This is an optimization exercise on Yosys and OpenROAD, whose aim is small area, a short achievable clock period and few clock cycles, not a production implementation.
RTL that was checked went through simulation tests only; none was proved equivalent to the original.
No activity file was given, so power comes from the tool's default toggle rates.

==> inputs of job 8749 <==
==> flow/design.v (excerpt) <==
module cache_top
(
    input  logic                    clk,
    input  logic                    proc_reset,
    input  logic                    proc_read,
    input  logic                    proc_write,
    input  logic [29:0]             proc_addr,
    input  logic [cache_geom_pkg::WORD_W-1:0]       proc_wdata,
    output logic [cache_geom_pkg::WORD_W-1:0]       proc_rdata,
    output logic                    proc_stall,
    output logic                    mem_read,
    output logic                    mem_write,
    output logic [cache_geom_pkg::BLOCK_ADDR_W-1:0] mem_addr,
    output logic [cache_geom_pkg::BLOCK_W-1:0]      mem_wdata,
    input  logic [cache_geom_pkg::BLOCK_W-1:0]      mem_rdata,
    input  logic                    mem_ready
);
==> module cache_data_store, before the edit <==
module cache_data_store
(
    input  logic                                 clk,
    input  logic [cache_geom_pkg::OFFSET_W-1:0]  addr_offset,
    input  logic                                 proc_write,
    input  logic [cache_geom_pkg::WORD_W-1:0]    wdata,
    input  logic                                 fill_we,
    input  logic [cache_geom_pkg::BLOCK_W-1:0]   fill_block,
    output logic [cache_geom_pkg::BLOCK_W-1:0]   line_block
);
    localparam int W = cache_geom_pkg::WORD_W;
    always_ff @(posedge clk)
    begin
        for (int k = 0; k < cache_geom_pkg::WORDS_PER_BLOCK; k++)
        begin
            if (proc_write && addr_offset == k)
            begin
                line_block[k*W +: W] <= wdata;
            end
            else if (fill_we)
            begin
                line_block[k*W +: W] <= fill_block[k*W +: W];
            end
        end
    end
endmodule
clock: 6.0 ns
lec_check: 0
cap_margin: 20
core_margin: 2
core_utilization: 45
cts_buf_list: sky130_fd_sc_hd__clkbuf_8
cts_cluster_diameter: 200
cts_cluster_size: 40
setup_slack_margin: 2.5
slew_margin: 20
synth_hierarchical: 1
standard.sh (not shown) runs the stock make flow with config.mk's settings and CLKGATE_MAP_FILE= SYNTH_SCRIPT=/design/flow/synth_recipe.tcl, a recipe that flattens the netlist after the stock synthesis.
==> flow/flow/run.sh <==
#!/bin/bash
# standard layout, with plain buf_1 cells as the port buffers, and slow
# low-power inverters and buffer-pairs kept out of timing repair
set -euo pipefail
W=$(pwd)
PLAT_DONT_USE=$(make -s -C "$FLOW_HOME" DESIGN_CONFIG="$W/config.mk" WORK_HOME="$W/orfs" print-DONT_USE_CELLS | sed -n 's/^DONT_USE_CELLS: *//p')
EXTRA="sky130_fd_sc_hd__clkinvlp_2 sky130_fd_sc_hd__clkinvlp_4 sky130_fd_sc_hd__bufbuf_8 sky130_fd_sc_hd__bufbuf_16 sky130_fd_sc_hd__clkdlybuf4s15_1 sky130_fd_sc_hd__clkdlybuf4s15_2 sky130_fd_sc_hd__clkdlybuf4s18_1 sky130_fd_sc_hd__clkdlybuf4s18_2 sky130_fd_sc_hd__clkdlybuf4s25_1 sky130_fd_sc_hd__clkdlybuf4s25_2 sky130_fd_sc_hd__clkdlybuf4s50_1 sky130_fd_sc_hd__clkdlybuf4s50_2"
echo "DONT_USE_CELLS=$PLAT_DONT_USE $EXTRA" > dont_use.log
bash standard.sh finish DONT_USE_CELLS="$PLAT_DONT_USE $EXTRA" BUFFER_PORTS_ARGS="-buffer_cell sky130_fd_sc_hd__buf_1" > standard_flow.log 2>&1
==> inputs of job 2441, as changes to job 8749 <==
--- a/flow/design.v
+++ b/flow/design.v
@@ -95,19 +95,40 @@
 );
     localparam int W = cache_geom_pkg::WORD_W;
+    logic [cache_geom_pkg::WORDS_PER_BLOCK-1:0] sel_word;     
+    logic [cache_geom_pkg::WORDS_PER_BLOCK-1:0] sel_fill;     
+    logic [cache_geom_pkg::BLOCK_W-1:0]         next_block;
+    for (genvar k = 0; k < cache_geom_pkg::WORDS_PER_BLOCK; k++)
+    begin : g_word
+        assign sel_word[k] = proc_write && addr_offset == k;
+        assign sel_fill[k] = fill_we && !sel_word[k];
+        cache_word_merge u_merge (
+            .sel_a (sel_word[k]),
+            .a     (wdata),
+            .sel_b (sel_fill[k]),
+            .b     (fill_block[k*W +: W]),
+            .y     (next_block[k*W +: W])
+        );
+    end
     always_ff @(posedge clk)
     begin
         for (int k = 0; k < cache_geom_pkg::WORDS_PER_BLOCK; k++)
         begin
-            if (proc_write && addr_offset == k)
-            begin
-                line_block[k*W +: W] <= wdata;
-            end
-            else if (fill_we)
+            if (sel_word[k] || sel_fill[k])
             begin
-                line_block[k*W +: W] <= fill_block[k*W +: W];
+                line_block[k*W +: W] <= next_block[k*W +: W];
             end
         end
     end
 endmodule
+module cache_word_merge
+(
+    input  logic                               sel_a,
+    input  logic [cache_geom_pkg::WORD_W-1:0]  a,
+    input  logic                               sel_b,
+    input  logic [cache_geom_pkg::WORD_W-1:0]  b,
+    output logic [cache_geom_pkg::WORD_W-1:0]  y
+);
+    assign y = ({cache_geom_pkg::WORD_W{sel_a}} & a) | ({cache_geom_pkg::WORD_W{sel_b}} & b);
+endmodule
 `timescale 1ns/1ps
 module cache_controller
--- a/flow/config.mk
+++ b/flow/config.mk
@@ -9,7 +9,5 @@
 export CORE_MARGIN = 2
 export CORE_UTILIZATION = 45
-export CTS_BUF_LIST = sky130_fd_sc_hd__clkbuf_8
-export CTS_CLUSTER_DIAMETER = 200
-export CTS_CLUSTER_SIZE = 40
+export CTS_BUF_LIST = sky130_fd_sc_hd__clkbuf_4 sky130_fd_sc_hd__clkbuf_8
 export SETUP_SLACK_MARGIN = 2.5
 export SLEW_MARGIN = 20
==> notes <==
Job 2441 passed the timing, design-rule and antenna checks. Job 8749 produced a clean layout.
Flip-flop and latch count is the same in job 2441 and job 8749.
In job 8749 the power is smaller than in job 2441, by 2.2%.
In job 2441 the synthesized area is lower than in job 8749, by 1.3%.
In job 8749 the critical path depth is lower than in job 2441, by 1.
Against job 8749, the count of clock-buffer cells in the layout of job 2441 is higher by 2.
Against job 2441, the via count of job 8749 is lower by 7.4%.
Testbench counts of job 8749, summed over its fixed seeds: cycles 62,883.
Function not checked in job 2441: the RTL went through the layout flow alone.


==> run a <==
==> flow/design.v <==
package cache_geom_pkg;
    localparam int WORD_W          = 32;
    localparam int WORDS_PER_BLOCK = 4;
    localparam int OFFSET_W     = 2;
    localparam int BLOCK_ADDR_W = 28;     
    localparam int TAG_W        = BLOCK_ADDR_W;
    localparam int BLOCK_W = WORDS_PER_BLOCK * WORD_W;
endpackage
`timescale 1ns/1ps
module cache_tag_store
(
    input  logic                              clk,
    input  logic                              proc_reset,
    input  logic [cache_geom_pkg::TAG_W-1:0]  addr_tag,
    input  logic                              tag_we,
    output logic                              hit
);
    logic                             valid;
    logic [cache_geom_pkg::TAG_W-1:0] tag;
    assign hit = valid && (tag == addr_tag);
    always_ff @(posedge clk)
    begin
        if (proc_reset)
        begin
            valid <= 1'b0;
        end
        else if (tag_we)
        begin
            valid <= 1'b1;
        end
    end
    always_ff @(posedge clk)
    begin
        if (tag_we)
        begin
            tag <= addr_tag;
        end
    end
endmodule
`timescale 1ns/1ps
module cache_data_store
(
    input  logic                                 clk,
    input  logic [cache_geom_pkg::OFFSET_W-1:0]  addr_offset,
    input  logic                                 proc_write,
    input  logic [cache_geom_pkg::WORD_W-1:0]    wdata,
    input  logic                                 fill_we,
    input  logic [cache_geom_pkg::BLOCK_W-1:0]   fill_block,
    output logic [cache_geom_pkg::BLOCK_W-1:0]   line_block
);
    localparam int W = cache_geom_pkg::WORD_W;
    always_ff @(posedge clk)
    begin
        for (int k = 0; k < cache_geom_pkg::WORDS_PER_BLOCK; k++)
        begin
            if (proc_write && addr_offset == k)
            begin
                line_block[k*W +: W] <= wdata;
            end
            else if (fill_we)
            begin
                line_block[k*W +: W] <= fill_block[k*W +: W];
            end
        end
    end
endmodule
`timescale 1ns/1ps
module cache_controller
(
    input  logic                                     clk,
    input  logic                                     proc_reset,
    input  logic                                     proc_read,
    input  logic                                     proc_write,
    input  logic [cache_geom_pkg::OFFSET_W-1:0]      addr_offset,
    input  logic                                     hit,
    input  logic [cache_geom_pkg::BLOCK_W-1:0]       line_block,
    input  logic [cache_geom_pkg::BLOCK_W-1:0]       mem_rdata,
    input  logic                                     mem_ready,
    output logic                                     fill_we,
    output logic [cache_geom_pkg::WORD_W-1:0]        proc_rdata,
    output logic                                     proc_stall,
    output logic                                     mem_read,
    output logic                                     mem_write,
    output logic [cache_geom_pkg::BLOCK_W-1:0]       mem_wdata
);
    localparam int W = cache_geom_pkg::WORD_W;
    logic line_merged;
    assign fill_we = mem_ready && !hit;
    assign mem_read  = (proc_read || proc_write) && !hit;
    assign mem_write = line_merged;
    assign mem_wdata = line_block;
    always_ff @(posedge clk)
    begin
        if (proc_reset)
        begin
            line_merged <= 1'b0;
        end
        else
        begin
            line_merged <= proc_write && (hit || mem_ready) && !(line_merged && mem_ready);
        end
    end
    logic [cache_geom_pkg::WORDS_PER_BLOCK-1:0] sel_line;
    logic [cache_geom_pkg::WORDS_PER_BLOCK-1:0] sel_mem;
    always_comb
    begin
        proc_rdata = '0;
        for (int k = 0; k < cache_geom_pkg::WORDS_PER_BLOCK; k++)
        begin
            sel_line[k] = !mem_ready && addr_offset == k;
            sel_mem[k]  = mem_ready && addr_offset == k;
            proc_rdata  = proc_rdata
                        | ({W{sel_line[k]}} & line_block[k*W +: W])
                        | ({W{sel_mem[k]}} & mem_rdata[k*W +: W]);
        end
    end
    assign proc_stall = !(proc_read ? (hit || mem_ready) : (line_merged && mem_ready));
endmodule
`timescale 1ns/1ps
module cache_top
(
    input  logic                    clk,
    input  logic                    proc_reset,
    input  logic                    proc_read,
    input  logic                    proc_write,
    input  logic [29:0]             proc_addr,
    input  logic [cache_geom_pkg::WORD_W-1:0]       proc_wdata,
    output logic [cache_geom_pkg::WORD_W-1:0]       proc_rdata,
    output logic                    proc_stall,
    output logic                    mem_read,
    output logic                    mem_write,
    output logic [cache_geom_pkg::BLOCK_ADDR_W-1:0] mem_addr,
    output logic [cache_geom_pkg::BLOCK_W-1:0]      mem_wdata,
    input  logic [cache_geom_pkg::BLOCK_W-1:0]      mem_rdata,
    input  logic                    mem_ready
);
    logic [cache_geom_pkg::TAG_W-1:0]    addr_tag;
    logic [cache_geom_pkg::OFFSET_W-1:0] addr_offset;
    logic               hit;
    logic               fill_we;
    logic [cache_geom_pkg::BLOCK_W-1:0] line_block;
    assign {addr_tag, addr_offset} = proc_addr;
    assign mem_addr = addr_tag;
    cache_tag_store u_tag_store (
        .clk        (clk),
        .proc_reset (proc_reset),
        .addr_tag   (addr_tag),
        .tag_we     (fill_we),
        .hit        (hit)
    );
    cache_data_store u_data_store (
        .clk         (clk),
        .addr_offset (addr_offset),
        .proc_write  (proc_write),
        .wdata       (proc_wdata),
        .fill_we     (fill_we),
        .fill_block  (mem_rdata),
        .line_block  (line_block)
    );
    cache_controller u_controller (
        .clk         (clk),
        .proc_reset  (proc_reset),
        .proc_read   (proc_read),
        .proc_write  (proc_write),
        .addr_offset (addr_offset),
        .hit         (hit),
        .line_block  (line_block),
        .mem_rdata   (mem_rdata),
        .mem_ready   (mem_ready),
        .fill_we     (fill_we),
        .proc_rdata  (proc_rdata),
        .proc_stall  (proc_stall),
        .mem_read    (mem_read),
        .mem_write   (mem_write),
        .mem_wdata   (mem_wdata)
    );
endmodule
==> flow/flow/run.sh <==
#!/bin/bash
# standard layout, with plain buf_1 cells as the port buffers, and the
# standard synthesis with a delay-targeted ABC mapping script
set -euo pipefail
W=$(pwd)
cat > "$W/my_synth.tcl" <<EOT
proc abc {args} {
  set i [lsearch -exact \$args -script]
  if { \$i >= 0 } { lset args [expr {\$i+1}] $W/flow/abc_fast.script }
  yosys abc {*}\$args
}
source $W/synth_recipe.tcl
EOT
bash standard.sh SYNTH_SCRIPT="$W/my_synth.tcl" BUFFER_PORTS_ARGS="-buffer_cell sky130_fd_sc_hd__buf_1" finish > standard_flow.log 2>&1
==> flow/flow/abc_fast.script <==
strash
&get -n
&st
&dch
&nf -D 500
&put
topo
stime -c
buffer -c
upsize -c -D 500
dnsize -c -D 500
==> flow/standard.sh <==
#!/bin/bash
# synth_recipe.tcl (not shown) runs the flow's synth.tcl, then flattens the netlist and writes it again
# the make line also repeats each setting of config.mk as NAME=value (left out here)
make -C /OpenROAD-flow-scripts/flow DESIGN_CONFIG=/design/flow/config.mk WORK_HOME=/design/flow/orfs CLKGATE_MAP_FILE= SYNTH_SCRIPT=/design/flow/synth_recipe.tcl "${@:-finish}"
==> flow/config.mk <==
export PLATFORM = sky130hd
export DESIGN_NAME = cache_top
export DESIGN_NICKNAME = cache_top
export VERILOG_FILES = /design/flow/design.v
export SDC_FILE = /design/flow/constraint.sdc
export NUM_CORES = 4
export LEC_CHECK = 0
export CAP_MARGIN = 20
export CORE_MARGIN = 2
export CORE_UTILIZATION = 45
export CTS_BUF_LIST = sky130_fd_sc_hd__clkbuf_4 sky130_fd_sc_hd__clkbuf_8
export SETUP_SLACK_MARGIN = 2.5
export SLEW_MARGIN = 20
==> flow/constraint.sdc <==
create_clock -name core_clock -period 6.0 [get_ports {clk}]
set_input_delay 1.2000 -clock core_clock [delete_from_list [all_inputs] [get_ports {clk}]]
set_output_delay 1.2000 -clock core_clock [all_outputs]
set_load 0.01 [all_outputs]
==> inputs of run b, as changes to run a <==
==> flow/design.v, changed modules only <==
module cache_controller
(
    input  logic                                     clk,
    input  logic                                     proc_reset,
    input  logic                                     proc_read,
    input  logic                                     proc_write,
    input  logic [cache_geom_pkg::OFFSET_W-1:0]      addr_offset,
    input  logic                                     hit,
    input  logic [cache_geom_pkg::BLOCK_W-1:0]       line_block,
    input  logic [cache_geom_pkg::BLOCK_W-1:0]       mem_rdata,
    input  logic                                     mem_ready,
    output logic                                     fill_we,
    output logic [cache_geom_pkg::WORD_W-1:0]        proc_rdata,
    output logic                                     proc_stall,
    output logic                                     mem_read,
    output logic                                     mem_write,
    output logic [cache_geom_pkg::BLOCK_W-1:0]       mem_wdata
);
    localparam int W = cache_geom_pkg::WORD_W;
    logic line_merged;
    assign fill_we = mem_ready && !hit;
    assign mem_read  = (proc_read || proc_write) && !hit;
    assign mem_write = line_merged;
    assign mem_wdata = line_block;
    always_ff @(posedge clk)
    begin
        if (proc_reset)
        begin
            line_merged <= 1'b0;
        end
        else
        begin
            line_merged <= proc_write && (hit || mem_ready) && !(line_merged && mem_ready);
        end
    end
    always_comb
    begin
        if (mem_ready)
        begin
            proc_rdata = mem_rdata[addr_offset*W +: W];
        end
        else
        begin
            proc_rdata = line_block[addr_offset*W +: W];
        end
    end
    assign proc_stall = !(proc_read ? (hit || mem_ready) : (line_merged && mem_ready));
endmodule
==> flow/flow/run.sh (replaced) <==
#!/bin/bash
# standard layout, with plain buf_1 cells as the port buffers
set -euo pipefail
bash standard.sh finish BUFFER_PORTS_ARGS="-buffer_cell sky130_fd_sc_hd__buf_1" > standard_flow.log 2>&1
- SETUP_SLACK_MARGIN: 2.5 -> 2.2
removed: flow/flow/abc_fast.script
==> notes <==
- Run a went through all stages and came out clean. Run b finished clean.
- In first-iteration DRC count, run a is at 3.6 times the value of run b.
- Core utilization: run a is higher than run b (4.0 points).
- In critical path depth, run a and run b do not differ.
- Clock-buffer cell count is the same in run b and run a.
- Sequential share of layout area: run a is higher than run b (0.27 points).
- Area after synthesis: run b is higher than run a (7.1%).
- Of run a and run b, run a has the higher clock power (gap about 3.5%, measured against run b).
- Of run b and run a, run b has the higher design area (gap about 0.6%, measured against run a).
- In run a the hold slack is better than in run b, by 0.090 ns.
- In run a the clock skew is lower than in run b, by 0.0018 ns.
No run of this note included a check of the RTL's function; only the layout flow was run.

[re-timing with driven ports]
The results above use ideal ports. As a check the final layouts listed here were re-extracted and re-timed, cells and wires unchanged.
Step 1 sets driving cells, clkbuf_16 on the clock port and buf_2 on the other inputs (assumed; they add their load-dependent delay and slew).
Step 2 adds t to the input delays and takes it off the output delays; t is the mean of the earliest and latest rising clock arrival at the registers after step 1. Input paths then give back, and output paths get back, about the clock's delay inside the block.
a / b / c = no drivers / after step 1 / after step 2; a / b = the first two.
| run | t, ns | setup WS [ns] | hold slack, ns |
|---|---|---|---|
| job 8749 | 0.491 | 2.564 / 2.489 / 2.393 | 0.490 / 0.490 / 0.490 |
| job 2441 | 0.497 | 2.515 / 2.472 / 2.365 | 0.495 / 0.495 / 0.495 |
| run a | 0.506 | 2.227 / 2.161 / 2.161 | 0.602 / 0.602 / 0.602 |
| run b | 0.477 | 2.196 / 2.157 / 2.129 | 0.512 / 0.512 / 0.512 |
After both steps every run listed still meets setup and hold. For job 8749, which loses most, drivers alone change the setup slack by -0.075 ns; drivers and shift together by -0.171 ns.
